This design comes from an exercise in tuning for small area, a short achievable clock period and few clock cycles on the open sky130 flow, not from production work. No run shown here included a check of the RTL's function; only the layout flow was run.

==> flow/design.v (outline; a module is shown in full before it is edited, if it fits) <==
// module fixed_mul_q: 1408 lines
// module mac_fa: 4 lines
// module mac_ha: 4 lines
// module perceptron_trainer_fixed: 125 lines
// module wsel: 11 lines
module perceptron_trainer_fixed
#(
    parameter int             tam        = 16,
    parameter logic [tam-1:0] LR         = 16'h0400,
    parameter int             MAX_EPOCHS = 32
) (
    input  logic                 clk,
    input  logic                 rst,
    input  logic                 start,
    input  logic [3:0][tam-1:0]  in1,
    input  logic [3:0][tam-1:0]  in2,
    input  logic [3:0][tam-1:0]  d,
    input  logic [tam-1:0]       w0_init,
    input  logic [tam-1:0]       w1_init,
    input  logic [tam-1:0]       w2_init,
    output logic [tam-1:0]       w0,
    output logic [tam-1:0]       w1,
    output logic [tam-1:0]       w2,
    output logic                 busy,
    output logic                 done,
    output logic                 converged,
    output logic [7:0]           epoch_cnt
);
  // ...
==> flow/flow/run.sh <==
#!/bin/bash
set -euo pipefail
export SETUP_SLACK_MARGIN="$(cat flow/setup_margin)"
# Port buffers: the smallest plain buffer rather than buffer_ports' default pick.
export BUFFER_PORTS_ARGS="-buffer_cell sky130_fd_sc_hd__buf_1"
bash standard.sh finish > flow_make.log 2>&1
==> flow/flow/setup_margin <==
6.25
==> flow/standard.sh <==
#!/bin/bash
# synth_recipe.tcl (not shown) runs the flow's synth.tcl, then flattens the netlist and writes it again
# the make line also repeats each setting of config.mk as NAME=value (left out here)
make -C /OpenROAD-flow-scripts/flow DESIGN_CONFIG=/design/flow/config.mk WORK_HOME=/design/flow/orfs CLKGATE_MAP_FILE= SYNTH_SCRIPT=/design/flow/synth_recipe.tcl "${@:-finish}"
==> flow/config.mk <==
export PLATFORM = sky130hd
export DESIGN_NAME = perceptron_trainer_fixed
export DESIGN_NICKNAME = perceptron_trainer_fixed
export VERILOG_FILES = /design/flow/design.v
export SDC_FILE = /design/flow/constraint.sdc
export NUM_CORES = 4
export LEC_CHECK = 0
export CAP_MARGIN = 20
export CORE_MARGIN = 2
export CORE_UTILIZATION = 40
export CTS_BUF_LIST = sky130_fd_sc_hd__clkbuf_8
export SLEW_MARGIN = 20
export SYNTH_HIERARCHICAL = 1
export SYNTH_MINIMUM_KEEP_SIZE = 0
export TNS_END_PERCENT = 10
==> flow/constraint.sdc <==
create_clock -name core_clock -period 13.0 [get_ports {clk}]
set_input_delay 2.6000 -clock core_clock [delete_from_list [all_inputs] [get_ports {clk}]]
set_output_delay 2.6000 -clock core_clock [all_outputs]
set_load 0.01 [all_outputs]
==> summary.txt, run 1 <==
Global route
  – Vias in the first global route: 15400
  – Initial antenna violation count: 1
  – Met3 usage in global routing: 3.99%
  – Busiest grt layer: met2

Layout
  – Multi-In Gates: 1543
  – Share of cells above drive strength 1: approximately 12%
  – Signal inverters: 44
  – Antenna cells: 1
  – NonClk Buf Share: under 10%
  – Layout Area Growth over Synthesis: 9.72%
  – Clock buffer count: 17
  – Register share of the cell area: about an eighth
  – Register Area: roughly 2600 µm²
  – Most frequent cells in the layout: xnor2_1 (303), buf_1 (299), a22oi_1 (234)

Routing
  – DR vias/cell: 5.70
  – DR top layer: met5
  – Detail Route met3 WL: approximately 3900 µm
  – Via count: 15200

Yosys
  – Adder-cell area share of the yosys netlist: around a third
  – Post-synth cell types: between 50 and 60
  – Synth Area in XOR/XNOR: approximately 17%
  – YS warnings: 9
  – Post-synth ARST share: 0%

Worst setup path
  – Worst EP arrival: 7.01 ns
  – Worst Setup EP: w2_q[1]$_DFF_P_
  – Crit-path max cell delay: 0.58 ns
  – Flop-to-flop setup slack: about 6.4 ns
  – Endpoint class of the critical path: flip-flop

STA
  – Worst rel slew slack: 36.7%
  – Post-route setup slack: roughly 6.4 ns

Run status
  – Status: finished clean

Worst hold path
  – Hold Path Depth: 2

Floorplan
  – FP Rows: just under 80

Job
  – Max Cap Viol: 0

Place
  – Gp weighted congestion: ~0.90
  – Hpwl dp: between 40000 and 50000 µm
==> module perceptron_trainer_fixed, before the edit <==
module perceptron_trainer_fixed
#(
    parameter int             tam        = 16,
    parameter logic [tam-1:0] LR         = 16'h0400,
    parameter int             MAX_EPOCHS = 32
) (
    input  logic                 clk,
    input  logic                 rst,
    input  logic                 start,
    input  logic [3:0][tam-1:0]  in1,
    input  logic [3:0][tam-1:0]  in2,
    input  logic [3:0][tam-1:0]  d,
    input  logic [tam-1:0]       w0_init,
    input  logic [tam-1:0]       w1_init,
    input  logic [tam-1:0]       w2_init,
    output logic [tam-1:0]       w0,
    output logic [tam-1:0]       w1,
    output logic [tam-1:0]       w2,
    output logic                 busy,
    output logic                 done,
    output logic                 converged,
    output logic [7:0]           epoch_cnt
);
    logic           busy_q, done_q, conv_q;
    logic [tam-1:0] w0_q, w1_q, w2_q;
    logic [tam-1:0] x1_q, x2_q;
    logic [7:0]     x1o_q, x1t_q, x2o_q, x2t_q;    
    logic           t_q;
    logic [1:0]     idx_q, streak_q;
    logic [5:0]     epoch_q;
    logic           accept, upd, pos, err, limit, last;
    logic [4:0]     ctl_e [2];
    logic [4:0]     ctl_d;
    logic [1:0]     nidx;
    logic [tam-1:0] nx1, nx2;
    logic [tam-1:0] h0, h1, h2, w0_d, w1_d, w2_d;
    logic [tam-1:0] dx1, dx2, u0, u1, u2;
    assign accept = start && !busy_q;
    function automatic logic [7:0] b_one(input logic [tam-1:0] x);
        for (int k = 0; k < 8; k++)
            b_one[k] = x[2*k] ^ ((k == 0) ? 1'b0 : x[2*k-1]);
    endfunction
    function automatic logic [7:0] b_two(input logic [tam-1:0] x);
        logic h, m, l;
        for (int k = 0; k < 8; k++) begin
            h = x[2*k+1];
            m = x[2*k];
            l = (k == 0) ? 1'b0 : x[2*k-1];
            b_two[k] = (h & ~m & ~l) | (~h & m & l);
        end
    endfunction
    fixed_mul_q u_mac (
        .w0(w0_q),
        .w1(w1_q), .x1(x1_q), .x1one(x1o_q), .x1two(x1t_q),
        .w2(w2_q), .x2(x2_q), .x2one(x2o_q), .x2two(x2t_q),
        .pos(pos)
    );
    assign err = pos != t_q;
    assign dx1 = {{2{x1_q[tam-1]}}, x1_q[tam-1:2]};
    assign dx2 = {{2{x2_q[tam-1]}}, x2_q[tam-1:2]};
    assign u0  = {w0_q[tam-1:10] + (t_q ? 6'h01 : 6'h3F), w0_q[9:0]};
    assign u1  = w1_q + (dx1 ^ {tam{~t_q}}) + {{(tam-1){1'b0}}, ~t_q};
    assign u2  = w2_q + (dx2 ^ {tam{~t_q}}) + {{(tam-1){1'b0}}, ~t_q};
    assign last   = (idx_q == 2'd3);
    assign limit  = last && (epoch_q == 6'(MAX_EPOCHS));
    assign nidx   = busy_q ? idx_q + 2'd1 : 2'd0;
    assign nx1    = in1[nidx];
    assign nx2    = in2[nidx];
    always_comb begin
        for (int e = 0; e < 2; e++) begin
            logic clean, fin_e;
            clean = (e == 0) && (streak_q == 2'd3);
            fin_e = clean || limit;
            ctl_e[e] = {busy_q, done_q, conv_q, streak_q};
            if (rst) begin
                ctl_e[e][4:3] = 2'b00;
            end else if (accept) begin
                ctl_e[e] = {1'b1, 1'b0, conv_q, 2'd0};
            end else if (busy_q) begin
                ctl_e[e][2]   = clean;
                ctl_e[e][1:0] = (e == 0) ? streak_q + 2'd1 : 2'd0;
                if (fin_e) ctl_e[e][4:3] = 2'b01;
            end
        end
    end
    wsel #(.W(5)) u_selc (.s(err), .a(ctl_e[1]), .b(ctl_e[0]), .y(ctl_d));
    always_ff @(posedge clk) begin
        {busy_q, done_q, conv_q, streak_q} <= ctl_d;
    end
    wsel #(.W(1)) u_selu (.s(pos), .a(busy_q && !t_q), .b(busy_q && t_q), .y(upd));
    assign h0  = accept ? w0_init : w0_q;
    assign h1  = accept ? w1_init : w1_q;
    assign h2  = accept ? w2_init : w2_q;
    wsel #(.W(tam)) u_sel0 (.s(upd), .a(u0), .b(h0), .y(w0_d));
    wsel #(.W(tam)) u_sel1 (.s(upd), .a(u1), .b(h1), .y(w1_d));
    wsel #(.W(tam)) u_sel2 (.s(upd), .a(u2), .b(h2), .y(w2_d));
    always_ff @(posedge clk) begin
        w0_q <= w0_d;
        w1_q <= w1_d;
        w2_q <= w2_d;
    end
    always_ff @(posedge clk) begin
        x1_q  <= nx1;
        x2_q  <= nx2;
        x1o_q <= b_one(nx1);
        x1t_q <= b_two(nx1);
        x2o_q <= b_one(nx2);
        x2t_q <= b_two(nx2);
        t_q  <= (d[nidx] != '0);
        if (accept) begin
            idx_q    <= 2'd0;
            epoch_q  <= 6'd0;
        end else if (busy_q) begin
            idx_q    <= idx_q + 2'd1;
            if (idx_q == 2'd0) epoch_q <= epoch_q + 6'd1;
        end
    end
    assign w0        = w0_q;
    assign w1        = w1_q;
    assign w2        = w2_q;
    assign busy      = busy_q;
    assign done      = done_q;
    assign converged = conv_q;
    assign epoch_cnt = {2'b00, epoch_q};
endmodule
==> run 2: changes to the inputs <==
--- a/flow/design.v
+++ b/flow/design.v
@@ -1147,70 +1147,70 @@
     mac_ha u_hs265 (.a(app0_11), .b(app1_26), .s(hs265), .co(hc266));
     mac_ha u_hs267 (.a(app0_12), .b(app1_27), .s(hs267), .co(hc268));
     mac_ha u_hs269 (.a(app0_7), .b(app1_22), .s(hs269), .co(hc270));
     mac_ha u_hs271 (.a(app0_8), .b(app1_23), .s(hs271), .co(hc272));
     mac_fa u_fs273 (.a(app0_9), .b(app1_24), .c(app2_39), .s(fs273), .co(fc274));
     mac_ha u_hs275 (.a(app3_54), .b(app4_69), .s(hs275), .co(hc276));
     mac_fa u_fs277 (.a(app0_10), .b(app1_25), .c(app2_40), .s(fs277), .co(fc278));
     mac_ha u_hs279 (.a(app3_55), .b(app4_70), .s(hs279), .co(hc280));
-    mac_fa u_fs281 (.a(hs265), .b(app2_41), .c(app3_56), .s(fs281), .co(fc282));
-    mac_fa u_fs283 (.a(app4_71), .b(app5_86), .c(aneg5), .s(fs283), .co(fc284));
-    mac_fa u_fs285 (.a(hc266), .b(hs267), .c(app2_42), .s(fs285), .co(fc286));
-    mac_fa u_fs287 (.a(app3_57), .b(app4_72), .c(app5_87), .s(fs287), .co(fc288));
+    mac_fa u_fs281 (.a(app2_41), .b(app3_56), .c(app4_71), .s(fs281), .co(fc282));
+    mac_fa u_fs283 (.a(app5_86), .b(aneg5), .c(hs265), .s(fs283), .co(fc284));
+    mac_fa u_fs285 (.a(app2_42), .b(app3_57), .c(app4_72), .s(fs285), .co(fc286));
+    mac_fa u_fs287 (.a(app5_87), .b(hc266), .c(hs267), .s(fs287), .co(fc288));
     mac_ha u_hs289 (.a(app0_5), .b(app1_20), .s(hs289), .co(hc290));
     mac_ha u_hs291 (.a(app0_6), .b(app1_21), .s(hs291), .co(hc292));
-    mac_fa u_fs293 (.a(hs269), .b(app2_37), .c(app3_52), .s(fs293), .co(fc294));
-    mac_fa u_fs295 (.a(hc270), .b(hs271), .c(app2_38), .s(fs295), .co(fc296));
-    mac_fa u_fs297 (.a(hc272), .b(fs273), .c(hs275), .s(fs297), .co(fc298));
-    mac_fa u_fs299 (.a(fc274), .b(hc276), .c(fs277), .s(fs299), .co(fc300));
-    mac_fa u_fs301 (.a(fc278), .b(hc280), .c(fs281), .s(fs301), .co(fc302));
-    mac_fa u_fs303 (.a(fc282), .b(fc284), .c(fs285), .s(fs303), .co(fc304));
+    mac_fa u_fs293 (.a(app2_37), .b(app3_52), .c(aneg3), .s(fs293), .co(fc294));
+    mac_fa u_fs295 (.a(app2_38), .b(app3_53), .c(hc270), .s(fs295), .co(fc296));
+    mac_fa u_fs297 (.a(aneg4), .b(hc272), .c(hs275), .s(fs297), .co(fc298));
+    mac_fa u_fs299 (.a(hc276), .b(hs279), .c(fc274), .s(fs299), .co(fc300));
+    mac_fa u_fs301 (.a(hc280), .b(fc278), .c(fs281), .s(fs301), .co(fc302));
+    mac_fa u_fs303 (.a(fc282), .b(fs285), .c(fc284), .s(fs303), .co(fc304));
     mac_ha u_hs305 (.a(app0_3), .b(app1_18), .s(hs305), .co(hc306));
     mac_ha u_hs307 (.a(app0_4), .b(app1_19), .s(hs307), .co(hc308));
-    mac_fa u_fs309 (.a(hs289), .b(app2_35), .c(aneg2), .s(fs309), .co(fc310));
-    mac_fa u_fs311 (.a(hc290), .b(hs291), .c(app2_36), .s(fs311), .co(fc312));
-    mac_fa u_fs313 (.a(hc292), .b(fs293), .c(aneg3), .s(fs313), .co(fc314));
-    mac_fa u_fs315 (.a(fc294), .b(fs295), .c(app3_53), .s(fs315), .co(fc316));
-    mac_fa u_fs317 (.a(fc296), .b(fs297), .c(aneg4), .s(fs317), .co(fc318));
-    mac_fa u_fs319 (.a(fc298), .b(fs299), .c(hs279), .s(fs319), .co(fc320));
-    mac_fa u_fs321 (.a(fc300), .b(fs301), .c(fs283), .s(fs321), .co(fc322));
-    mac_fa u_fs323 (.a(fc302), .b(fs303), .c(fs287), .s(fs323), .co(fc324));
+    mac_fa u_fs309 (.a(app2_35), .b(aneg2), .c(hs289), .s(fs309), .co(fc310));
+    mac_fa u_fs311 (.a(app2_36), .b(hc290), .c(hs291), .s(fs311), .co(fc312));
+    mac_fa u_fs313 (.a(hc292), .b(hs269), .c(fs293), .s(fs313), .co(fc314));
+    mac_fa u_fs315 (.a(hs271), .b(fc294), .c(fs295), .s(fs315), .co(fc316));
+    mac_fa u_fs317 (.a(fs273), .b(fc296), .c(fs297), .s(fs317), .co(fc318));
+    mac_fa u_fs319 (.a(fs277), .b(fc298), .c(fs299), .s(fs319), .co(fc320));
+    mac_fa u_fs321 (.a(fc300), .b(fs283), .c(fs301), .s(fs321), .co(fc322));
+    mac_fa u_fs323 (.a(fs287), .b(fc302), .c(fs303), .s(fs323), .co(fc324));
     wire [12:0] lt326 = {1'b0, {fc322, fc320, fc318, fc316, fc314, fc312, fc310, hc308, hc306, hs305, app0_2, app0_1}} + {1'b0, {fs323, fs321, fs319, fs317, fs315, fs313, fs311, fs309, hs307, aneg1, 1'b0, aneg0}};
     assign lc325 = lt326[12];
     mac_ha u_hs327 (.a(bpp0_143), .b(bpp1_158), .s(hs327), .co(hc328));
     mac_ha u_hs329 (.a(bpp0_144), .b(bpp1_159), .s(hs329), .co(hc330));
     mac_ha u_hs331 (.a(bpp0_139), .b(bpp1_154), .s(hs331), .co(hc332));
     mac_ha u_hs333 (.a(bpp0_140), .b(bpp1_155), .s(hs333), .co(hc334));
     mac_fa u_fs335 (.a(bpp0_141), .b(bpp1_156), .c(bpp2_171), .s(fs335), .co(fc336));
     mac_ha u_hs337 (.a(bpp3_186), .b(bpp4_201), .s(hs337), .co(hc338));
     mac_fa u_fs339 (.a(bpp0_142), .b(bpp1_157), .c(bpp2_172), .s(fs339), .co(fc340));
     mac_ha u_hs341 (.a(bpp3_187), .b(bpp4_202), .s(hs341), .co(hc342));
-    mac_fa u_fs343 (.a(hs327), .b(bpp2_173), .c(bpp3_188), .s(fs343), .co(fc344));
-    mac_fa u_fs345 (.a(bpp4_203), .b(bpp5_218), .c(bneg5), .s(fs345), .co(fc346));
-    mac_fa u_fs347 (.a(hc328), .b(hs329), .c(bpp2_174), .s(fs347), .co(fc348));
-    mac_fa u_fs349 (.a(bpp3_189), .b(bpp4_204), .c(bpp5_219), .s(fs349), .co(fc350));
+    mac_fa u_fs343 (.a(bpp2_173), .b(bpp3_188), .c(bpp4_203), .s(fs343), .co(fc344));
+    mac_fa u_fs345 (.a(bpp5_218), .b(bneg5), .c(hs327), .s(fs345), .co(fc346));
+    mac_fa u_fs347 (.a(bpp2_174), .b(bpp3_189), .c(bpp4_204), .s(fs347), .co(fc348));
+    mac_fa u_fs349 (.a(bpp5_219), .b(hc328), .c(hs329), .s(fs349), .co(fc350));
     mac_ha u_hs351 (.a(bpp0_137), .b(bpp1_152), .s(hs351), .co(hc352));
     mac_ha u_hs353 (.a(bpp0_138), .b(bpp1_153), .s(hs353), .co(hc354));
-    mac_fa u_fs355 (.a(hs331), .b(bpp2_169), .c(bpp3_184), .s(fs355), .co(fc356));
-    mac_fa u_fs357 (.a(hc332), .b(hs333), .c(bpp2_170), .s(fs357), .co(fc358));
-    mac_fa u_fs359 (.a(hc334), .b(fs335), .c(hs337), .s(fs359), .co(fc360));
-    mac_fa u_fs361 (.a(fc336), .b(hc338), .c(fs339), .s(fs361), .co(fc362));
-    mac_fa u_fs363 (.a(fc340), .b(hc342), .c(fs343), .s(fs363), .co(fc364));
-    mac_fa u_fs365 (.a(fc344), .b(fc346), .c(fs347), .s(fs365), .co(fc366));
+    mac_fa u_fs355 (.a(bpp2_169), .b(bpp3_184), .c(bneg3), .s(fs355), .co(fc356));
+    mac_fa u_fs357 (.a(bpp2_170), .b(bpp3_185), .c(hc332), .s(fs357), .co(fc358));
+    mac_fa u_fs359 (.a(bneg4), .b(hc334), .c(hs337), .s(fs359), .co(fc360));
+    mac_fa u_fs361 (.a(hc338), .b(hs341), .c(fc336), .s(fs361), .co(fc362));
+    mac_fa u_fs363 (.a(hc342), .b(fc340), .c(fs343), .s(fs363), .co(fc364));
+    mac_fa u_fs365 (.a(fc344), .b(fs347), .c(fc346), .s(fs365), .co(fc366));
     mac_ha u_hs367 (.a(bpp0_135), .b(bpp1_150), .s(hs367), .co(hc368));
     mac_ha u_hs369 (.a(bpp0_136), .b(bpp1_151), .s(hs369), .co(hc370));
-    mac_fa u_fs371 (.a(hs351), .b(bpp2_167), .c(bneg2), .s(fs371), .co(fc372));
-    mac_fa u_fs373 (.a(hc352), .b(hs353), .c(bpp2_168), .s(fs373), .co(fc374));
-    mac_fa u_fs375 (.a(hc354), .b(fs355), .c(bneg3), .s(fs375), .co(fc376));
-    mac_fa u_fs377 (.a(fc356), .b(fs357), .c(bpp3_185), .s(fs377), .co(fc378));
-    mac_fa u_fs379 (.a(fc358), .b(fs359), .c(bneg4), .s(fs379), .co(fc380));
-    mac_fa u_fs381 (.a(fc360), .b(fs361), .c(hs341), .s(fs381), .co(fc382));
-    mac_fa u_fs383 (.a(fc362), .b(fs363), .c(fs345), .s(fs383), .co(fc384));
-    mac_fa u_fs385 (.a(fc364), .b(fs365), .c(fs349), .s(fs385), .co(fc386));
+    mac_fa u_fs371 (.a(bpp2_167), .b(bneg2), .c(hs351), .s(fs371), .co(fc372));
+    mac_fa u_fs373 (.a(bpp2_168), .b(hc352), .c(hs353), .s(fs373), .co(fc374));
+    mac_fa u_fs375 (.a(hc354), .b(hs331), .c(fs355), .s(fs375), .co(fc376));
+    mac_fa u_fs377 (.a(hs333), .b(fc356), .c(fs357), .s(fs377), .co(fc378));
+    mac_fa u_fs379 (.a(fs335), .b(fc358), .c(fs359), .s(fs379), .co(fc380));
+    mac_fa u_fs381 (.a(fs339), .b(fc360), .c(fs361), .s(fs381), .co(fc382));
+    mac_fa u_fs383 (.a(fc362), .b(fs345), .c(fs363), .s(fs383), .co(fc384));
+    mac_fa u_fs385 (.a(fs349), .b(fc364), .c(fs365), .s(fs385), .co(fc386));
     wire [12:0] lt388 = {1'b0, {fc384, fc382, fc380, fc378, fc376, fc374, fc372, hc370, hc368, hs367, bpp0_134, bpp0_133}} + {1'b0, {fs385, fs383, fs381, fs379, fs377, fs375, fs373, fs371, hs369, bneg1, 1'b0, bneg0}};
     assign lc387 = lt388[12];
     mac_fa u_fs389 (.a(app0_13), .b(app1_28), .c(app2_43), .s(fs389), .co(fc390));
     mac_fa u_fs391 (.a(app3_58), .b(app4_73), .c(app5_88), .s(fs391), .co(fc392));
     mac_fa u_fs393 (.a(app6_103), .b(aneg6), .c(bpp0_145), .s(fs393), .co(fc394));
     mac_ha u_hs395 (.a(bpp1_160), .b(bpp2_175), .s(hs395), .co(hc396));
     mac_fa u_fs397 (.a(app0_14), .b(app1_29), .c(app2_44), .s(fs397), .co(fc398));
     mac_fa u_fs399 (.a(app3_59), .b(app4_74), .c(app5_89), .s(fs399), .co(fc400));
@@ -1238,173 +1238,173 @@
     mac_fa u_fs443 (.a(app1_34), .b(app2_49), .c(app3_64), .s(fs443), .co(fc444));
     mac_fa u_fs445 (.a(app4_79), .b(app5_94), .c(app6_109), .s(fs445), .co(fc446));
     mac_fa u_fs447 (.a(app7_123), .b(bpp1_166), .c(bpp2_181), .s(fs447), .co(fc448));
     mac_ha u_hs449 (.a(bpp3_196), .b(bpp4_211), .s(hs449), .co(hc450));
     mac_fa u_fs451 (.a(app2_50), .b(app3_65), .c(app4_80), .s(fs451), .co(fc452));
     mac_fa u_fs453 (.a(app5_95), .b(app6_110), .c(app7_124), .s(fs453), .co(fc454));
     mac_fa u_fs455 (.a(app2_51), .b(app3_66), .c(app4_81), .s(fs455), .co(fc456));
     mac_ha u_hs457 (.a(app5_96), .b(app6_111), .s(hs457), .co(hc458));
-    mac_fa u_fs459 (.a(fs389), .b(fs391), .c(fs393), .s(fs459), .co(fc460));
-    mac_fa u_fs461 (.a(hs395), .b(bpp3_190), .c(bpp4_205), .s(fs461), .co(fc462));
-    mac_fa u_fs463 (.a(bpp5_220), .b(bpp6_235), .c(bneg6), .s(fs463), .co(fc464));
-    mac_fa u_fs465 (.a(fc390), .b(fc392), .c(fc394), .s(fs465), .co(fc466));
-    mac_fa u_fs467 (.a(hc396), .b(fs397), .c(fs399), .s(fs467), .co(fc468));
-    mac_fa u_fs469 (.a(fs401), .b(hs403), .c(bpp4_206), .s(fs469), .co(fc470));
-    mac_ha u_hs471 (.a(bpp5_221), .b(bpp6_236), .s(hs471), .co(hc472));
-    mac_fa u_fs473 (.a(fc398), .b(fc400), .c(fc402), .s(fs473), .co(fc474));
-    mac_fa u_fs475 (.a(hc404), .b(fs405), .c(fs407), .s(fs475), .co(fc476));
-    mac_fa u_fs477 (.a(fs409), .b(fs411), .c(fs413), .s(fs477), .co(fc478));
-    mac_fa u_fs479 (.a(bpp6_237), .b(bpp7_251), .c(bneg7), .s(fs479), .co(fc480));
-    mac_fa u_fs481 (.a(fc406), .b(fc408), .c(fc410), .s(fs481), .co(fc482));
-    mac_fa u_fs483 (.a(fc412), .b(fc414), .c(fs415), .s(fs483), .co(fc484));
-    mac_fa u_fs485 (.a(fs417), .b(fs419), .c(fs421), .s(fs485), .co(fc486));
-    mac_fa u_fs487 (.a(hs423), .b(bpp6_238), .c(bpp7_252), .s(fs487), .co(fc488));
-    mac_fa u_fs489 (.a(fc416), .b(fc418), .c(fc420), .s(fs489), .co(fc490));
-    mac_fa u_fs491 (.a(fc422), .b(hc424), .c(fs425), .s(fs491), .co(fc492));
-    mac_fa u_fs493 (.a(fs427), .b(fs429), .c(fs431), .s(fs493), .co(fc494));
-    mac_fa u_fs495 (.a(hs433), .b(bpp6_239), .c(bpp7_253), .s(fs495), .co(fc496));
-    mac_fa u_fs497 (.a(fc426), .b(fc428), .c(fc430), .s(fs497), .co(fc498));
-    mac_fa u_fs499 (.a(fc432), .b(hc434), .c(fs435), .s(fs499), .co(fc500));
-    mac_fa u_fs501 (.a(fs437), .b(fs439), .c(fs441), .s(fs501), .co(fc502));
-    mac_fa u_fs503 (.a(bpp6_240), .b(bpp7_254), .c(w0[5]), .s(fs503), .co(fc504));
-    mac_fa u_fs505 (.a(fc436), .b(fc438), .c(fc440), .s(fs505), .co(fc506));
-    mac_fa u_fs507 (.a(fc442), .b(fs443), .c(fs445), .s(fs507), .co(fc508));
-    mac_fa u_fs509 (.a(fs447), .b(hs449), .c(bpp5_226), .s(fs509), .co(fc510));
-    mac_fa u_fs511 (.a(bpp6_241), .b(bpp7_255), .c(w0[6]), .s(fs511), .co(fc512));
-    mac_fa u_fs513 (.a(fc444), .b(fc446), .c(fc448), .s(fs513), .co(fc514));
-    mac_fa u_fs515 (.a(hc450), .b(fs451), .c(fs453), .s(fs515), .co(fc516));
-    mac_fa u_fs517 (.a(bpp2_182), .b(bpp3_197), .c(bpp4_212), .s(fs517), .co(fc518));
-    mac_fa u_fs519 (.a(bpp5_227), .b(bpp6_242), .c(bpp7_256), .s(fs519), .co(fc520));
-    mac_fa u_fs521 (.a(fc452), .b(fc454), .c(fs455), .s(fs521), .co(fc522));
-    mac_fa u_fs523 (.a(hs457), .b(app7_125), .c(bpp2_183), .s(fs523), .co(fc524));
-    mac_fa u_fs525 (.a(bpp3_198), .b(bpp4_213), .c(bpp5_228), .s(fs525), .co(fc526));
-    mac_fa u_fs527 (.a(bpp6_243), .b(bpp7_257), .c(w0[8]), .s(fs527), .co(fc528));
-    mac_fa u_fs529 (.a(fc456), .b(hc458), .c(app3_67), .s(fs529), .co(fc530));
-    mac_fa u_fs531 (.a(app4_82), .b(app5_97), .c(app6_112), .s(fs531), .co(fc532));
-    mac_fa u_fs533 (.a(app7_126), .b(bpp3_199), .c(bpp4_214), .s(fs533), .co(fc534));
-    mac_fa u_fs535 (.a(bpp5_229), .b(bpp6_244), .c(bpp7_258), .s(fs535), .co(fc536));
+    mac_fa u_fs459 (.a(bpp3_190), .b(bpp4_205), .c(bpp5_220), .s(fs459), .co(fc460));
+    mac_fa u_fs461 (.a(bpp6_235), .b(bneg6), .c(w0[0]), .s(fs461), .co(fc462));
+    mac_fa u_fs463 (.a(hc268), .b(hc330), .c(hs395), .s(fs463), .co(fc464));
+    mac_fa u_fs465 (.a(bpp4_206), .b(bpp5_221), .c(bpp6_236), .s(fs465), .co(fc466));
+    mac_fa u_fs467 (.a(w0[1]), .b(hc396), .c(hs403), .s(fs467), .co(fc468));
+    mac_fa u_fs469 (.a(fc390), .b(fc392), .c(fc394), .s(fs469), .co(fc470));
+    mac_ha u_hs471 (.a(fs397), .b(fs399), .s(hs471), .co(hc472));
+    mac_fa u_fs473 (.a(bpp6_237), .b(bpp7_251), .c(bneg7), .s(fs473), .co(fc474));
+    mac_fa u_fs475 (.a(w0[2]), .b(hc404), .c(fc398), .s(fs475), .co(fc476));
+    mac_fa u_fs477 (.a(fc400), .b(fc402), .c(fs405), .s(fs477), .co(fc478));
+    mac_fa u_fs479 (.a(fs407), .b(fs409), .c(fs411), .s(fs479), .co(fc480));
+    mac_fa u_fs481 (.a(bpp6_238), .b(bpp7_252), .c(w0[3]), .s(fs481), .co(fc482));
+    mac_fa u_fs483 (.a(hs423), .b(fc406), .c(fc408), .s(fs483), .co(fc484));
+    mac_fa u_fs485 (.a(fc410), .b(fc412), .c(fc414), .s(fs485), .co(fc486));
+    mac_fa u_fs487 (.a(fs415), .b(fs417), .c(fs419), .s(fs487), .co(fc488));
+    mac_fa u_fs489 (.a(bpp6_239), .b(bpp7_253), .c(w0[4]), .s(fs489), .co(fc490));
+    mac_fa u_fs491 (.a(hc424), .b(hs433), .c(fc416), .s(fs491), .co(fc492));
+    mac_fa u_fs493 (.a(fc418), .b(fc420), .c(fc422), .s(fs493), .co(fc494));
+    mac_fa u_fs495 (.a(fs425), .b(fs427), .c(fs429), .s(fs495), .co(fc496));
+    mac_fa u_fs497 (.a(bpp6_240), .b(bpp7_254), .c(w0[5]), .s(fs497), .co(fc498));
+    mac_fa u_fs499 (.a(1'b1), .b(hc434), .c(fc426), .s(fs499), .co(fc500));
+    mac_fa u_fs501 (.a(fc428), .b(fc430), .c(fc432), .s(fs501), .co(fc502));
+    mac_fa u_fs503 (.a(fs435), .b(fs437), .c(fs439), .s(fs503), .co(fc504));
+    mac_fa u_fs505 (.a(bpp5_226), .b(bpp6_241), .c(bpp7_255), .s(fs505), .co(fc506));
+    mac_fa u_fs507 (.a(w0[6]), .b(1'b1), .c(hs449), .s(fs507), .co(fc508));
+    mac_fa u_fs509 (.a(fc436), .b(fc438), .c(fc440), .s(fs509), .co(fc510));
+    mac_fa u_fs511 (.a(fc442), .b(fs443), .c(fs445), .s(fs511), .co(fc512));
+    mac_fa u_fs513 (.a(bpp2_182), .b(bpp3_197), .c(bpp4_212), .s(fs513), .co(fc514));
+    mac_fa u_fs515 (.a(bpp5_227), .b(bpp6_242), .c(bpp7_256), .s(fs515), .co(fc516));
+    mac_fa u_fs517 (.a(w0[7]), .b(hc450), .c(fc444), .s(fs517), .co(fc518));
+    mac_fa u_fs519 (.a(fc446), .b(fc448), .c(fs451), .s(fs519), .co(fc520));
+    mac_fa u_fs521 (.a(app7_125), .b(bpp2_183), .c(bpp3_198), .s(fs521), .co(fc522));
+    mac_fa u_fs523 (.a(bpp4_213), .b(bpp5_228), .c(bpp6_243), .s(fs523), .co(fc524));
+    mac_fa u_fs525 (.a(bpp7_257), .b(w0[8]), .c(1'b1), .s(fs525), .co(fc526));
+    mac_fa u_fs527 (.a(hs457), .b(fc452), .c(fc454), .s(fs527), .co(fc528));
+    mac_fa u_fs529 (.a(app3_67), .b(app4_82), .c(app5_97), .s(fs529), .co(fc530));
+    mac_fa u_fs531 (.a(app6_112), .b(app7_126), .c(bpp3_199), .s(fs531), .co(fc532));
+    mac_fa u_fs533 (.a(bpp4_214), .b(bpp5_229), .c(bpp6_244), .s(fs533), .co(fc534));
+    mac_fa u_fs535 (.a(bpp7_258), .b(w0[9]), .c(hc458), .s(fs535), .co(fc536));
     mac_fa u_fs537 (.a(app3_68), .b(app4_83), .c(app5_98), .s(fs537), .co(fc538));
     mac_fa u_fs539 (.a(app6_113), .b(app7_127), .c(bpp3_200), .s(fs539), .co(fc540));
     mac_fa u_fs541 (.a(bpp4_215), .b(bpp5_230), .c(bpp6_245), .s(fs541), .co(fc542));
     mac_ha u_hs543 (.a(bpp7_259), .b(w0[10]), .s(hs543), .co(hc544));
     mac_fa u_fs545 (.a(app4_84), .b(app5_99), .c(app6_114), .s(fs545), .co(fc546));
     mac_fa u_fs547 (.a(app7_128), .b(bpp4_216), .c(bpp5_231), .s(fs547), .co(fc548));
     mac_fa u_fs549 (.a(app4_85), .b(app5_100), .c(app6_115), .s(fs549), .co(fc550));
     mac_ha u_hs551 (.a(app7_129), .b(bpp4_217), .s(hs551), .co(hc552));
-    mac_fa u_fs553 (.a(fs459), .b(fs461), .c(fs463), .s(fs553), .co(fc554));
-    mac_fa u_fs555 (.a(w0[0]), .b(hc268), .c(hc330), .s(fs555), .co(fc556));
-    mac_fa u_fs557 (.a(fc286), .b(fc288), .c(fc348), .s(fs557), .co(fc558));
-    mac_fa u_fs559 (.a(fc460), .b(fc462), .c(fc464), .s(fs559), .co(fc560));
-    mac_fa u_fs561 (.a(fs465), .b(fs467), .c(fs469), .s(fs561), .co(fc562));
-    mac_ha u_hs563 (.a(hs471), .b(w0[1]), .s(hs563), .co(hc564));
-    mac_fa u_fs565 (.a(fc466), .b(fc468), .c(fc470), .s(fs565), .co(fc566));
-    mac_fa u_fs567 (.a(hc472), .b(fs473), .c(fs475), .s(fs567), .co(fc568));
-    mac_fa u_fs569 (.a(fs477), .b(fs479), .c(w0[2]), .s(fs569), .co(fc570));
-    mac_fa u_fs571 (.a(fc474), .b(fc476), .c(fc478), .s(fs571), .co(fc572));
-    mac_fa u_fs573 (.a(fc480), .b(fs481), .c(fs483), .s(fs573), .co(fc574));
-    mac_fa u_fs575 (.a(fs485), .b(fs487), .c(w0[3]), .s(fs575), .co(fc576));
-    mac_fa u_fs577 (.a(fc482), .b(fc484), .c(fc486), .s(fs577), .co(fc578));
-    mac_fa u_fs579 (.a(fc488), .b(fs489), .c(fs491), .s(fs579), .co(fc580));
-    mac_fa u_fs581 (.a(fs493), .b(fs495), .c(w0[4]), .s(fs581), .co(fc582));
-    mac_fa u_fs583 (.a(fc490), .b(fc492), .c(fc494), .s(fs583), .co(fc584));
-    mac_fa u_fs585 (.a(fc496), .b(fs497), .c(fs499), .s(fs585), .co(fc586));
-    mac_fa u_fs587 (.a(fs501), .b(fs503), .c(1'b1), .s(fs587), .co(fc588));
-    mac_fa u_fs589 (.a(fc498), .b(fc500), .c(fc502), .s(fs589), .co(fc590));
-    mac_fa u_fs591 (.a(fc504), .b(fs505), .c(fs507), .s(fs591), .co(fc592));
-    mac_fa u_fs593 (.a(fs509), .b(fs511), .c(1'b1), .s(fs593), .co(fc594));
-    mac_fa u_fs595 (.a(fc506), .b(fc508), .c(fc510), .s(fs595), .co(fc596));
-    mac_fa u_fs597 (.a(fc512), .b(fs513), .c(fs515), .s(fs597), .co(fc598));
-    mac_fa u_fs599 (.a(fs517), .b(fs519), .c(w0[7]), .s(fs599), .co(fc600));
-    mac_fa u_fs601 (.a(fc514), .b(fc516), .c(fc518), .s(fs601), .co(fc602));
-    mac_fa u_fs603 (.a(fc520), .b(fs521), .c(fs523), .s(fs603), .co(fc604));
-    mac_fa u_fs605 (.a(fs525), .b(fs527), .c(1'b1), .s(fs605), .co(fc606));
+    mac_fa u_fs553 (.a(fc286), .b(fc348), .c(fs459), .s(fs553), .co(fc554));
+    mac_fa u_fs555 (.a(fs461), .b(fs389), .c(fs391), .s(fs555), .co(fc556));
+    mac_fa u_fs557 (.a(fs393), .b(fc288), .c(fc350), .s(fs557), .co(fc558));
+    mac_fa u_fs559 (.a(fc460), .b(fc462), .c(fs465), .s(fs559), .co(fc560));
+    mac_fa u_fs561 (.a(fs401), .b(fc464), .c(fs467), .s(fs561), .co(fc562));
+    mac_ha u_hs563 (.a(hs471), .b(fs469), .s(hs563), .co(hc564));
+    mac_fa u_fs565 (.a(fc466), .b(fs473), .c(fs413), .s(fs565), .co(fc566));
+    mac_fa u_fs567 (.a(fc468), .b(hc472), .c(fc470), .s(fs567), .co(fc568));
+    mac_fa u_fs569 (.a(fs475), .b(fs477), .c(fs479), .s(fs569), .co(fc570));
+    mac_fa u_fs571 (.a(fc474), .b(fs481), .c(fs421), .s(fs571), .co(fc572));
+    mac_fa u_fs573 (.a(fc476), .b(fc478), .c(fc480), .s(fs573), .co(fc574));
+    mac_fa u_fs575 (.a(fs483), .b(fs485), .c(fs487), .s(fs575), .co(fc576));
+    mac_fa u_fs577 (.a(fc482), .b(fs489), .c(fs431), .s(fs577), .co(fc578));
+    mac_fa u_fs579 (.a(fc484), .b(fc486), .c(fc488), .s(fs579), .co(fc580));
+    mac_fa u_fs581 (.a(fs491), .b(fs493), .c(fs495), .s(fs581), .co(fc582));
+    mac_fa u_fs583 (.a(fc490), .b(fs497), .c(fs441), .s(fs583), .co(fc584));
+    mac_fa u_fs585 (.a(fc492), .b(fc494), .c(fc496), .s(fs585), .co(fc586));
+    mac_fa u_fs587 (.a(fs499), .b(fs501), .c(fs503), .s(fs587), .co(fc588));
+    mac_fa u_fs589 (.a(fc498), .b(fs505), .c(fs447), .s(fs589), .co(fc590));
+    mac_fa u_fs591 (.a(fc500), .b(fc502), .c(fs507), .s(fs591), .co(fc592));
+    mac_fa u_fs593 (.a(fc504), .b(fs509), .c(fs511), .s(fs593), .co(fc594));
+    mac_fa u_fs595 (.a(fc506), .b(fs513), .c(fs515), .s(fs595), .co(fc596));
+    mac_fa u_fs597 (.a(fs453), .b(fc508), .c(fc510), .s(fs597), .co(fc598));
+    mac_fa u_fs599 (.a(fc512), .b(fs517), .c(fs519), .s(fs599), .co(fc600));
+    mac_fa u_fs601 (.a(fc514), .b(fc516), .c(fs521), .s(fs601), .co(fc602));
+    mac_fa u_fs603 (.a(fs523), .b(fs525), .c(fs455), .s(fs603), .co(fc604));
+    mac_fa u_fs605 (.a(fc518), .b(fc520), .c(fs527), .s(fs605), .co(fc606));
     mac_fa u_fs607 (.a(fc522), .b(fc524), .c(fc526), .s(fs607), .co(fc608));
-    mac_fa u_fs609 (.a(fc528), .b(fs529), .c(fs531), .s(fs609), .co(fc610));
-    mac_fa u_fs611 (.a(fs533), .b(fs535), .c(w0[9]), .s(fs611), .co(fc612));
-    mac_fa u_fs613 (.a(fc530), .b(fc532), .c(fc534), .s(fs613), .co(fc614));
-    mac_fa u_fs615 (.a(fc536), .b(fs537), .c(fs539), .s(fs615), .co(fc616));
-    mac_fa u_fs617 (.a(fs541), .b(hs543), .c(1'b1), .s(fs617), .co(fc618));
-    mac_fa u_fs619 (.a(fc538), .b(fc540), .c(fc542), .s(fs619), .co(fc620));
-    mac_fa u_fs621 (.a(hc544), .b(fs545), .c(fs547), .s(fs621), .co(fc622));
-    mac_fa u_fs623 (.a(bpp6_246), .b(bpp7_260), .c(w0[11]), .s(fs623), .co(fc624));
-    mac_fa u_fs625 (.a(fc546), .b(fc548), .c(fs549), .s(fs625), .co(fc626));
-    mac_fa u_fs627 (.a(hs551), .b(bpp5_232), .c(bpp6_247), .s(fs627), .co(fc628));
-    mac_fa u_fs629 (.a(bpp7_261), .b(w0[12]), .c(1'b1), .s(fs629), .co(fc630));
-    mac_fa u_fs631 (.a(fc550), .b(hc552), .c(app5_101), .s(fs631), .co(fc632));
-    mac_fa u_fs633 (.a(app6_116), .b(app7_130), .c(bpp5_233), .s(fs633), .co(fc634));
-    mac_fa u_fs635 (.a(bpp6_248), .b(bpp7_262), .c(w0[13]), .s(fs635), .co(fc636));
+    mac_fa u_fs609 (.a(fc456), .b(fs529), .c(fs531), .s(fs609), .co(fc610));
+    mac_fa u_fs611 (.a(fs533), .b(fs535), .c(fc528), .s(fs611), .co(fc612));
+    mac_fa u_fs613 (.a(1'b1), .b(hs543), .c(fc530), .s(fs613), .co(fc614));
+    mac_fa u_fs615 (.a(fc532), .b(fc534), .c(fs537), .s(fs615), .co(fc616));
+    mac_fa u_fs617 (.a(fs539), .b(fs541), .c(fc536), .s(fs617), .co(fc618));
+    mac_fa u_fs619 (.a(bpp6_246), .b(bpp7_260), .c(w0[11]), .s(fs619), .co(fc620));
+    mac_fa u_fs621 (.a(hc544), .b(fc538), .c(fc540), .s(fs621), .co(fc622));
+    mac_fa u_fs623 (.a(fc542), .b(fs545), .c(fs547), .s(fs623), .co(fc624));
+    mac_fa u_fs625 (.a(bpp5_232), .b(bpp6_247), .c(bpp7_261), .s(fs625), .co(fc626));
+    mac_fa u_fs627 (.a(w0[12]), .b(1'b1), .c(hs551), .s(fs627), .co(fc628));
+    mac_fa u_fs629 (.a(fc546), .b(fc548), .c(fs549), .s(fs629), .co(fc630));
+    mac_fa u_fs631 (.a(app5_101), .b(app6_116), .c(app7_130), .s(fs631), .co(fc632));
+    mac_fa u_fs633 (.a(bpp5_233), .b(bpp6_248), .c(bpp7_262), .s(fs633), .co(fc634));
+    mac_fa u_fs635 (.a(w0[13]), .b(hc552), .c(fc550), .s(fs635), .co(fc636));
     mac_fa u_fs637 (.a(app5_102), .b(app6_117), .c(app7_131), .s(fs637), .co(fc638));
     mac_fa u_fs639 (.a(bpp5_234), .b(bpp6_249), .c(bpp7_263), .s(fs639), .co(fc640));
     mac_ha u_hs641 (.a(w0[14]), .b(1'b1), .s(hs641), .co(hc642));
     mac_fa u_fs643 (.a(app6_118), .b(app7_132), .c(bpp6_250), .s(fs643), .co(fc644));
-    mac_fa u_fs645 (.a(fs553), .b(fs555), .c(fs557), .s(fs645), .co(fc646));
-    mac_fa u_fs647 (.a(fc350), .b(fc304), .c(fc366), .s(fs647), .co(fc648));
-    mac_fa u_fs649 (.a(fc554), .b(fc556), .c(fc558), .s(fs649), .co(fc650));
-    mac_fa u_fs651 (.a(fs559), .b(fs561), .c(hs563), .s(fs651), .co(fc652));
-    mac_fa u_fs653 (.a(fc560), .b(fc562), .c(hc564), .s(fs653), .co(fc654));
-    mac_fa u_fs655 (.a(fs565), .b(fs567), .c(fs569), .s(fs655), .co(fc656));
-    mac_fa u_fs657 (.a(fc566), .b(fc568), .c(fc570), .s(fs657), .co(fc658));
-    mac_fa u_fs659 (.a(fs571), .b(fs573), .c(fs575), .s(fs659), .co(fc660));
-    mac_fa u_fs661 (.a(fc572), .b(fc574), .c(fc576), .s(fs661), .co(fc662));
-    mac_fa u_fs663 (.a(fs577), .b(fs579), .c(fs581), .s(fs663), .co(fc664));
-    mac_fa u_fs665 (.a(fc578), .b(fc580), .c(fc582), .s(fs665), .co(fc666));
-    mac_fa u_fs667 (.a(fs583), .b(fs585), .c(fs587), .s(fs667), .co(fc668));
-    mac_fa u_fs669 (.a(fc584), .b(fc586), .c(fc588), .s(fs669), .co(fc670));
-    mac_fa u_fs671 (.a(fs589), .b(fs591), .c(fs593), .s(fs671), .co(fc672));
-    mac_fa u_fs673 (.a(fc590), .b(fc592), .c(fc594), .s(fs673), .co(fc674));
-    mac_fa u_fs675 (.a(fs595), .b(fs597), .c(fs599), .s(fs675), .co(fc676));
-    mac_fa u_fs677 (.a(fc596), .b(fc598), .c(fc600), .s(fs677), .co(fc678));
-    mac_fa u_fs679 (.a(fs601), .b(fs603), .c(fs605), .s(fs679), .co(fc680));
-    mac_fa u_fs681 (.a(fc602), .b(fc604), .c(fc606), .s(fs681), .co(fc682));
-    mac_fa u_fs683 (.a(fs607), .b(fs609), .c(fs611), .s(fs683), .co(fc684));
-    mac_fa u_fs685 (.a(fc608), .b(fc610), .c(fc612), .s(fs685), .co(fc686));
-    mac_fa u_fs687 (.a(fs613), .b(fs615), .c(fs617), .s(fs687), .co(fc688));
-    mac_fa u_fs689 (.a(fc614), .b(fc616), .c(fc618), .s(fs689), .co(fc690));
-    mac_fa u_fs691 (.a(fs619), .b(fs621), .c(fs623), .s(fs691), .co(fc692));
-    mac_fa u_fs693 (.a(fc620), .b(fc622), .c(fc624), .s(fs693), .co(fc694));
-    mac_fa u_fs695 (.a(fs625), .b(fs627), .c(fs629), .s(fs695), .co(fc696));
-    mac_fa u_fs697 (.a(fc626), .b(fc628), .c(fc630), .s(fs697), .co(fc698));
-    mac_fa u_fs699 (.a(fs631), .b(fs633), .c(fs635), .s(fs699), .co(fc700));
-    mac_fa u_fs701 (.a(fc632), .b(fc634), .c(fc636), .s(fs701), .co(fc702));
-    mac_fa u_fs703 (.a(fs637), .b(fs639), .c(hs641), .s(fs703), .co(fc704));
-    mac_fa u_fs705 (.a(fc638), .b(fc640), .c(hc642), .s(fs705), .co(fc706));
-    mac_fa u_fs707 (.a(fs643), .b(bpp7_264), .c(w0[15]), .s(fs707), .co(fc708));
-    mac_fa u_fs709 (.a(fs645), .b(fs647), .c(fc324), .s(fs709), .co(fc710));
-    mac_fa u_fs711 (.a(fc646), .b(fc648), .c(fs649), .s(fs711), .co(fc712));
-    mac_fa u_fs713 (.a(fc650), .b(fc652), .c(fs653), .s(fs713), .co(fc714));
-    mac_fa u_fs715 (.a(fc654), .b(fc656), .c(fs657), .s(fs715), .co(fc716));
-    mac_fa u_fs717 (.a(fc658), .b(fc660), .c(fs661), .s(fs717), .co(fc718));
-    mac_fa u_fs719 (.a(fc662), .b(fc664), .c(fs665), .s(fs719), .co(fc720));
-    mac_fa u_fs721 (.a(fc666), .b(fc668), .c(fs669), .s(fs721), .co(fc722));
-    mac_fa u_fs723 (.a(fc670), .b(fc672), .c(fs673), .s(fs723), .co(fc724));
-    mac_fa u_fs725 (.a(fc674), .b(fc676), .c(fs677), .s(fs725), .co(fc726));
-    mac_fa u_fs727 (.a(fc678), .b(fc680), .c(fs681), .s(fs727), .co(fc728));
-    mac_fa u_fs729 (.a(fc682), .b(fc684), .c(fs685), .s(fs729), .co(fc730));
-    mac_fa u_fs731 (.a(fc686), .b(fc688), .c(fs689), .s(fs731), .co(fc732));
-    mac_fa u_fs733 (.a(fc690), .b(fc692), .c(fs693), .s(fs733), .co(fc734));
-    mac_fa u_fs735 (.a(fc694), .b(fc696), .c(fs697), .s(fs735), .co(fc736));
-    mac_fa u_fs737 (.a(fc698), .b(fc700), .c(fs701), .s(fs737), .co(fc738));
-    mac_fa u_fs739 (.a(fc702), .b(fc704), .c(fs705), .s(fs739), .co(fc740));
-    mac_ha u_hs741 (.a(fs709), .b(fc386), .s(hs741), .co(hc742));
-    mac_fa u_fs743 (.a(fc710), .b(fs711), .c(fs651), .s(fs743), .co(fc744));
-    mac_fa u_fs745 (.a(fc712), .b(fs713), .c(fs655), .s(fs745), .co(fc746));
-    mac_fa u_fs747 (.a(fc714), .b(fs715), .c(fs659), .s(fs747), .co(fc748));
-    mac_fa u_fs749 (.a(fc716), .b(fs717), .c(fs663), .s(fs749), .co(fc750));
-    mac_fa u_fs751 (.a(fc718), .b(fs719), .c(fs667), .s(fs751), .co(fc752));
-    mac_fa u_fs753 (.a(fc720), .b(fs721), .c(fs671), .s(fs753), .co(fc754));
-    mac_fa u_fs755 (.a(fc722), .b(fs723), .c(fs675), .s(fs755), .co(fc756));
-    mac_fa u_fs757 (.a(fc724), .b(fs725), .c(fs679), .s(fs757), .co(fc758));
-    mac_fa u_fs759 (.a(fc726), .b(fs727), .c(fs683), .s(fs759), .co(fc760));
-    mac_fa u_fs761 (.a(fc728), .b(fs729), .c(fs687), .s(fs761), .co(fc762));
-    mac_fa u_fs763 (.a(fc730), .b(fs731), .c(fs691), .s(fs763), .co(fc764));
-    mac_fa u_fs765 (.a(fc732), .b(fs733), .c(fs695), .s(fs765), .co(fc766));
-    mac_fa u_fs767 (.a(fc734), .b(fs735), .c(fs699), .s(fs767), .co(fc768));
-    mac_fa u_fs769 (.a(fc736), .b(fs737), .c(fs703), .s(fs769), .co(fc770));
-    mac_fa u_fs771 (.a(fc738), .b(fs739), .c(fs707), .s(fs771), .co(fc772));
+    mac_fa u_fs645 (.a(fs463), .b(fs553), .c(fs555), .s(fs645), .co(fc646));
+    mac_fa u_fs647 (.a(fc304), .b(fc366), .c(fs557), .s(fs647), .co(fc648));
+    mac_fa u_fs649 (.a(fc554), .b(fc556), .c(fs559), .s(fs649), .co(fc650));
+    mac_fa u_fs651 (.a(fc558), .b(hs563), .c(fs561), .s(fs651), .co(fc652));
+    mac_fa u_fs653 (.a(fc560), .b(fs565), .c(hc564), .s(fs653), .co(fc654));
+    mac_fa u_fs655 (.a(fc562), .b(fs567), .c(fs569), .s(fs655), .co(fc656));
+    mac_fa u_fs657 (.a(fc566), .b(fs571), .c(fc568), .s(fs657), .co(fc658));
+    mac_fa u_fs659 (.a(fc570), .b(fs573), .c(fs575), .s(fs659), .co(fc660));
+    mac_fa u_fs661 (.a(fc572), .b(fs577), .c(fc574), .s(fs661), .co(fc662));
+    mac_fa u_fs663 (.a(fc576), .b(fs579), .c(fs581), .s(fs663), .co(fc664));
+    mac_fa u_fs665 (.a(fc578), .b(fs583), .c(fc580), .s(fs665), .co(fc666));
+    mac_fa u_fs667 (.a(fc582), .b(fs585), .c(fs587), .s(fs667), .co(fc668));
+    mac_fa u_fs669 (.a(fc584), .b(fs589), .c(fc586), .s(fs669), .co(fc670));
+    mac_fa u_fs671 (.a(fs591), .b(fc588), .c(fs593), .s(fs671), .co(fc672));
+    mac_fa u_fs673 (.a(fc590), .b(fs595), .c(fc592), .s(fs673), .co(fc674));
+    mac_fa u_fs675 (.a(fs597), .b(fc594), .c(fs599), .s(fs675), .co(fc676));
+    mac_fa u_fs677 (.a(fc596), .b(fs601), .c(fs603), .s(fs677), .co(fc678));
+    mac_fa u_fs679 (.a(fc598), .b(fc600), .c(fs605), .s(fs679), .co(fc680));
+    mac_fa u_fs681 (.a(fc602), .b(fc604), .c(fs607), .s(fs681), .co(fc682));
+    mac_fa u_fs683 (.a(fs609), .b(fc606), .c(fs611), .s(fs683), .co(fc684));
+    mac_fa u_fs685 (.a(fc608), .b(fc610), .c(fs613), .s(fs685), .co(fc686));
+    mac_fa u_fs687 (.a(fs615), .b(fs617), .c(fc612), .s(fs687), .co(fc688));
+    mac_fa u_fs689 (.a(fs619), .b(fc614), .c(fc616), .s(fs689), .co(fc690));
+    mac_fa u_fs691 (.a(fs621), .b(fs623), .c(fc618), .s(fs691), .co(fc692));
+    mac_fa u_fs693 (.a(fc620), .b(fs625), .c(fc622), .s(fs693), .co(fc694));
+    mac_fa u_fs695 (.a(fs627), .b(fc624), .c(fs629), .s(fs695), .co(fc696));
+    mac_fa u_fs697 (.a(fc626), .b(fs631), .c(fs633), .s(fs697), .co(fc698));
+    mac_fa u_fs699 (.a(fc628), .b(fc630), .c(fs635), .s(fs699), .co(fc700));
+    mac_fa u_fs701 (.a(hs641), .b(fc632), .c(fc634), .s(fs701), .co(fc702));
+    mac_fa u_fs703 (.a(fs637), .b(fs639), .c(fc636), .s(fs703), .co(fc704));
+    mac_fa u_fs705 (.a(bpp7_264), .b(w0[15]), .c(hc642), .s(fs705), .co(fc706));
+    mac_fa u_fs707 (.a(fc638), .b(fc640), .c(fs643), .s(fs707), .co(fc708));
+    mac_fa u_fs709 (.a(fs645), .b(fc324), .c(fc386), .s(fs709), .co(fc710));
+    mac_fa u_fs711 (.a(fc646), .b(fs649), .c(fc648), .s(fs711), .co(fc712));
+    mac_fa u_fs713 (.a(fc650), .b(fs653), .c(fc652), .s(fs713), .co(fc714));
+    mac_fa u_fs715 (.a(fc654), .b(fs657), .c(fc656), .s(fs715), .co(fc716));
+    mac_fa u_fs717 (.a(fc658), .b(fs661), .c(fc660), .s(fs717), .co(fc718));
+    mac_fa u_fs719 (.a(fc662), .b(fs665), .c(fc664), .s(fs719), .co(fc720));
+    mac_fa u_fs721 (.a(fc666), .b(fs669), .c(fc668), .s(fs721), .co(fc722));
+    mac_fa u_fs723 (.a(fc670), .b(fs673), .c(fc672), .s(fs723), .co(fc724));
+    mac_fa u_fs725 (.a(fs677), .b(fc674), .c(fs679), .s(fs725), .co(fc726));
+    mac_fa u_fs727 (.a(fc678), .b(fs681), .c(fc680), .s(fs727), .co(fc728));
+    mac_fa u_fs729 (.a(fc682), .b(fs685), .c(fc684), .s(fs729), .co(fc730));
+    mac_fa u_fs731 (.a(fc686), .b(fs689), .c(fs691), .s(fs731), .co(fc732));
+    mac_fa u_fs733 (.a(fc690), .b(fs693), .c(fc692), .s(fs733), .co(fc734));
+    mac_fa u_fs735 (.a(fs697), .b(fc694), .c(fc696), .s(fs735), .co(fc736));
+    mac_fa u_fs737 (.a(fc698), .b(fs701), .c(fc700), .s(fs737), .co(fc738));
+    mac_fa u_fs739 (.a(fs705), .b(fc702), .c(fs707), .s(fs739), .co(fc740));
+    mac_ha u_hs741 (.a(fs647), .b(fs709), .s(hs741), .co(hc742));
+    mac_fa u_fs743 (.a(fs651), .b(fc710), .c(fs711), .s(fs743), .co(fc744));
+    mac_fa u_fs745 (.a(fc712), .b(fs655), .c(fs713), .s(fs745), .co(fc746));
+    mac_fa u_fs747 (.a(fs659), .b(fc714), .c(fs715), .s(fs747), .co(fc748));
+    mac_fa u_fs749 (.a(fs663), .b(fc716), .c(fs717), .s(fs749), .co(fc750));
+    mac_fa u_fs751 (.a(fs667), .b(fc718), .c(fs719), .s(fs751), .co(fc752));
+    mac_fa u_fs753 (.a(fs671), .b(fc720), .c(fs721), .s(fs753), .co(fc754));
+    mac_fa u_fs755 (.a(fs675), .b(fc722), .c(fs723), .s(fs755), .co(fc756));
+    mac_fa u_fs757 (.a(fc676), .b(fc724), .c(fs725), .s(fs757), .co(fc758));
+    mac_fa u_fs759 (.a(fs683), .b(fc726), .c(fs727), .s(fs759), .co(fc760));
+    mac_fa u_fs761 (.a(fs687), .b(fs729), .c(fc728), .s(fs761), .co(fc762));
+    mac_fa u_fs763 (.a(fc688), .b(fs731), .c(fc730), .s(fs763), .co(fc764));
+    mac_fa u_fs765 (.a(fs695), .b(fc732), .c(fs733), .s(fs765), .co(fc766));
+    mac_fa u_fs767 (.a(fs699), .b(fc734), .c(fs735), .s(fs767), .co(fc768));
+    mac_fa u_fs769 (.a(fs703), .b(fc736), .c(fs737), .s(fs769), .co(fc770));
+    mac_fa u_fs771 (.a(fc704), .b(fs739), .c(fc738), .s(fs771), .co(fc772));
     logic [15:0] ra, rb, sm;
     logic        ci;
     assign ra = {fc770, fc768, fc766, fc764, fc762, fc760, fc758, fc756, fc754, fc752, fc750, fc748, fc746, fc744, hc742, lc325};
     assign rb = {fs771, fs769, fs767, fs765, fs763, fs761, fs759, fs757, fs755, fs753, fs751, fs749, fs747, fs745, fs743, hs741};
     assign ci = lc387;
     assign sm = ra + rb + {15'd0, ci};
     logic zero;
     assign zero = ((ra ^ rb) == {(ra[14:0] | rb[14:0]), ci});
@@ -1443,22 +1443,19 @@
 );
     logic           busy_q, done_q, conv_q;
     logic [tam-1:0] w0_q, w1_q, w2_q;
     logic [tam-1:0] x1_q, x2_q;
     logic [7:0]     x1o_q, x1t_q, x2o_q, x2t_q;    
     logic           t_q;
     logic [1:0]     idx_q, streak_q;
     logic [5:0]     epoch_q;
-    logic           accept, upd, pos, err, limit, last;
-    logic [4:0]     ctl_e [2];
-    logic [4:0]     ctl_d;
+    logic           accept, pos, err, fin, clean4, last;
     logic [1:0]     nidx;
     logic [tam-1:0] nx1, nx2;
-    logic [tam-1:0] h0, h1, h2, w0_d, w1_d, w2_d;
     logic [tam-1:0] dx1, dx2, u0, u1, u2;
     assign accept = start && !busy_q;
     function automatic logic [7:0] b_one(input logic [tam-1:0] x);
         for (int k = 0; k < 8; k++)
             b_one[k] = x[2*k] ^ ((k == 0) ? 1'b0 : x[2*k-1]);
     endfunction
     function automatic logic [7:0] b_two(input logic [tam-1:0] x);
         logic h, m, l;
@@ -1477,80 +1474,60 @@
     );
     assign err = pos != t_q;
     assign dx1 = {{2{x1_q[tam-1]}}, x1_q[tam-1:2]};
     assign dx2 = {{2{x2_q[tam-1]}}, x2_q[tam-1:2]};
     assign u0  = {w0_q[tam-1:10] + (t_q ? 6'h01 : 6'h3F), w0_q[9:0]};
     assign u1  = w1_q + (dx1 ^ {tam{~t_q}}) + {{(tam-1){1'b0}}, ~t_q};
     assign u2  = w2_q + (dx2 ^ {tam{~t_q}}) + {{(tam-1){1'b0}}, ~t_q};
     assign last   = (idx_q == 2'd3);
-    assign limit  = last && (epoch_q == 6'(MAX_EPOCHS));
+    assign clean4 = (streak_q == 2'd3) && !err;
+    assign fin    = clean4 || (last && epoch_q == 6'(MAX_EPOCHS));
     assign nidx   = busy_q ? idx_q + 2'd1 : 2'd0;
     assign nx1    = in1[nidx];
     assign nx2    = in2[nidx];
-    always_comb begin
-        for (int e = 0; e < 2; e++) begin
-            logic clean, fin_e;
-            clean = (e == 0) && (streak_q == 2'd3);
-            fin_e = clean || limit;
-            ctl_e[e] = {busy_q, done_q, conv_q, streak_q};
-            if (rst) begin
-                ctl_e[e][4:3] = 2'b00;
-            end else if (accept) begin
-                ctl_e[e] = {1'b1, 1'b0, conv_q, 2'd0};
-            end else if (busy_q) begin
-                ctl_e[e][2]   = clean;
-                ctl_e[e][1:0] = (e == 0) ? streak_q + 2'd1 : 2'd0;
-                if (fin_e) ctl_e[e][4:3] = 2'b01;
-            end
-        end
-    end
-    wsel #(.W(5)) u_selc (.s(err), .a(ctl_e[1]), .b(ctl_e[0]), .y(ctl_d));
     always_ff @(posedge clk) begin
-        {busy_q, done_q, conv_q, streak_q} <= ctl_d;
-    end
-    wsel #(.W(1)) u_selu (.s(pos), .a(busy_q && !t_q), .b(busy_q && t_q), .y(upd));
-    assign h0  = accept ? w0_init : w0_q;
-    assign h1  = accept ? w1_init : w1_q;
-    assign h2  = accept ? w2_init : w2_q;
-    wsel #(.W(tam)) u_sel0 (.s(upd), .a(u0), .b(h0), .y(w0_d));
-    wsel #(.W(tam)) u_sel1 (.s(upd), .a(u1), .b(h1), .y(w1_d));
-    wsel #(.W(tam)) u_sel2 (.s(upd), .a(u2), .b(h2), .y(w2_d));
-    always_ff @(posedge clk) begin
-        w0_q <= w0_d;
-        w1_q <= w1_d;
-        w2_q <= w2_d;
+        if (rst) begin
+            busy_q <= 1'b0;
+            done_q <= 1'b0;
+        end else if (accept) begin
+            busy_q <= 1'b1;
+            done_q <= 1'b0;
+        end else if (busy_q && fin) begin
+            busy_q <= 1'b0;
+            done_q <= 1'b1;
+        end
     end
     always_ff @(posedge clk) begin
         x1_q  <= nx1;
         x2_q  <= nx2;
         x1o_q <= b_one(nx1);
         x1t_q <= b_two(nx1);
         x2o_q <= b_one(nx2);
         x2t_q <= b_two(nx2);
         t_q  <= (d[nidx] != '0);
         if (accept) begin
+            w0_q     <= w0_init;
+            w1_q     <= w1_init;
+            w2_q     <= w2_init;
             idx_q    <= 2'd0;
+            streak_q <= 2'd0;
             epoch_q  <= 6'd0;
         end else if (busy_q) begin
+            if (err) begin
+                w0_q <= u0;
+                w1_q <= u1;
+                w2_q <= u2;
+            end
             idx_q    <= idx_q + 2'd1;
+            streak_q <= err ? 2'd0 : streak_q + 2'd1;
             if (idx_q == 2'd0) epoch_q <= epoch_q + 6'd1;
+            conv_q <= clean4;
         end
     end
     assign w0        = w0_q;
     assign w1        = w1_q;
     assign w2        = w2_q;
     assign busy      = busy_q;
     assign done      = done_q;
     assign converged = conv_q;
     assign epoch_cnt = {2'b00, epoch_q};
 endmodule
-module wsel
-#(
-    parameter int W = 16
-) (
-    input  logic         s,
-    input  logic [W-1:0] a,
-    input  logic [W-1:0] b,
-    output logic [W-1:0] y
-);
-    assign y = s ? a : b;
-endmodule
==> flow/flow/setup_margin (replaced) <==
6
==> summary.txt, run 2 <==
Layout
  – Share of cells above drive strength 1: 7.97% (was 12.3%)
  – Fin area: 20400 µm² (about the same)
  – Most frequent cells in the layout: xnor2_1 (306), buf_1 (299), a22oi_1 (234) (was xnor2_1 (303), buf_1 (299), a22oi_1 (234))
  – Top Registers: w0_q: 16 flops, w1_q: 16 flops, w2_q: 16 flops (unchanged)
  – Layout Area Growth over Synthesis: 12.8% (was 9.72%)
  – # nets final: 2660 (was 2646)
  – Register Area: 3000 µm² (was 2610 µm²)

Yosys
  – Sequential area share after synthesis: 16.4% (was 13.4%)
  – Synth Area in Simple Gates: 8.73% (was 7.15%)
  – Post-synth ARST share: 0% (unchanged)
  – Synth Area in XOR/XNOR: 17.0% (was 16.8%)
  – Syn avg cell area: 9.79 µm² (was 9.84 µm²)
  – Post-synth top cells: xnor2_1 (306), a22oi_1 (234), fa_1 (224), nand2_1 (155), ha_1 (122) (was xnor2_1 (305), a22oi_1 (234), fa_1 (224), nand2_1 (130), dfxtp_1 (124))
  – Main combinational cell family by area after synthesis: adder cells (unchanged)
  – Adder-cell area share of the yosys netlist: 33.2% (was 32.3%)
  – Mux cell area share after synthesis: 0.124% (was 6.98%)
  – EDFF count, synth: 49 (was 0)
  – Post-synth cell types: 67 (was 59)
  – YS warnings: 7 (was 9)
  – Top-count cell post-synth: xnor2_1 (unchanged)

Worst setup path
  – Crit-path max cell delay: 0.81 ns (was 0.58 ns)
  – Stages on the worst setup path: 18 (unchanged)
  – Crit path from: x2t_q[2]$_DFF_P_ (was x2t_q[3]$_DFF_P_)
  – Worst EP arrival: 6.90 ns (was 7.01 ns)
  – Cell Chain, Critical Path: a22oi_1 > xnor2_1 > fa_1 > fa_1 > fa_1 > fa_1 > fa_1 > fa_1 > inv_1 > ha_1 > xnor2_1 > nor4_2 > nand4_1 > o221ai_1 > o22ai_1 > xnor2_1 > a21oi_4 > buf_6 (was a22oi_1 > xnor2_1 > fa_1 > fa_1 > fa_1 > fa_1 > fa_1 > fa_1 > inv_1 > ha_1 > xnor2_1 > nor4_2 > nand4_1 > o221ai_2 > o22ai_4 > buf_4 > mux2_4 > mux2_2)
  – CP top delay family: adder cells (unchanged)
  – Endpoint class of the critical path: flip-flop (unchanged)

Job
  – Max Cap Viol: 0 (unchanged)

Routing
  – Via count: 15100 (was 15200)
  – DR vias/cell: 5.65 (was 5.70)
  – Wirelength per Cell: 21.6 µm (was 22.0 µm)

Place
  – Gp weighted congestion: 0.928 (was 0.896)
  – Hpwl dp: 44600 µm (was 44900 µm)
  – Cell Area, Placed: 19300 µm² (was 19700 µm²)

Floorplan
  – FP Rows: 77 (was 78)

STA
  – Worst rel slew slack: 25.5% (was 36.7%)
  – Final hold viol count: 0 (unchanged)
  – Final period util: 51.9% (was 50.6%)
  – Fin Clk Skew: 0.0183 ns (was 0.0197 ns)

CTS
  – CTS tree: done (unchanged)
  – TritonCTS Buffers: 17 (unchanged)
  – Clock tree root driver cell: clkbuf_8 (unchanged)

Run status
  – Status: finished clean (unchanged)

Worst hold path
  – Hold Path Depth: 2 (unchanged)

Global route
  – Initial antenna violation count: 3 (was 1)
  – Vias in the first global route: 15500 (was 15400)
## run 2: changes by cell type in the layout (fill, tap and decap cells not counted), sizes merged, moves of 15 or more
cell and change:
mux2 -106, dfxtp -49, edfxtp +49, buf +42
nand2 +26, a21oi +15
## run 2: cells by family after synthesis
kind of cell             count (synthesis)
AND/OR/NAND/NOR                        326
other                                    2
buffers and inverters                  214
flip-flops                             124
XOR/XNOR                               352
AO/OA/AOI/OAI                          484
multiplexers                             1
adder cells (fa/ha/maj)                346
## run 2: layout make-up
type | instances | share of cell area [%]
multi-input combinational | 1517 | 69.7
tap | 592 | 3.63
clock buffer | 20 | 1.35
timing repair buffer | 370 | 9.17
sequential | 124 | 14.7
clock inverter | 12 | 0.699
inverter | 41 | 0.754
antenna | 2 | 0.0245
## run 2: routing by layer
metal | GRT usage [%] | part of all wire (%)
met1 | 30.4 | 39
met2 | 43.7 | 51
met3 | 3.63 | 6.5
met4 | 9.57 | 3.6
met5 | 0 | 0
## run 2: worst reg2reg max path, delay by kind of cell, from the launching register on
| kind | cells | cell delay (ns) |
|---|---|---|
| AND/OR/NAND/NOR | 2 | 0.60 |
| buffers and inverters | 2 | 0.43 |
| flip-flops | 1 | 0.81 |
| adder cells (fa/ha/maj) | 7 | 3.08 |
| AO/OA/AOI/OAI | 4 | 0.77 |
| XOR/XNOR | 3 | 0.68 |
## run 2: modules after synthesis, one instance, submodules excluded
module	cells inside	flops+latches
fixed_mul_q	810	0
mac_fa	1	0
mac_ha	1	0
perceptron_trainer_fixed	787	124
## run 2: path summary, 6_finish.rpt
kind / to / slack [ns]
setup / recovery: w1_q[11]$_DFFE_PP_ / 6.26
hold / removal: idx_q[1]$_SDFFE_PP0P_ / 0.48
setup reg to reg: w1_q[11]$_DFFE_PP_ / 6.26
hold reg to reg: idx_q[1]$_SDFFE_PP0P_ / 0.48
## run 2: stage by stage
step                      std cells  hold slack [ns]  utilization, %  setup WS, ns
after floorplan                1855            0.439               -          6.25
after global placement         2587            0.458            43.5          5.95
after detailed placement       2587            0.471            43.5          5.91
after CTS                      2631            0.484            44.7          6.00
after global routing           2677            0.509            46.0          6.03
final                          2678            0.481            46.0          6.26
## run 2: timing repair
item / 4_1_cts / 5_1_grt
resized for setup: 6 / 16
setup endpoints to repair: 38 / 40
setup buffers: 12 / 45

port drivers added, routing unchanged:
How much do the figures lean on ideal ports? The routed layouts below were timed once more, with nothing changed but the port constraints.
Step 1 (the two cells are an assumption about what drives the block):
set clk [get_ports {clk}]
set_driving_cell -lib_cell sky130_fd_sc_hd__clkbuf_16 $clk
set_driving_cell -lib_cell sky130_fd_sc_hd__buf_2 [delete_from_list [all_inputs] $clk]
Step 2 also shifts input and output timing later by t, the mid clock arrival at the registers, as if the neighbouring blocks saw the same clock.
a / b / c = ideal ports / drivers / drivers and shift; a / b = the first two.
| run | shift t [ns] | slack for setup (ns) | clock arrival spread, ns | worst data-port slew with drivers (ns) | pins driven straight from the clock port |
|---|---|---|---|---|---|
| run 1 | 0.599 | 6.420 / 6.420 / 6.420 | 0.019 / 0.020 | 0.07 | 1 |
| run 2 | 0.571 | 6.257 / 6.257 / 6.257 | 0.019 / 0.018 | 0.08 | 1 |
After both steps setup and hold are still met in every run listed.
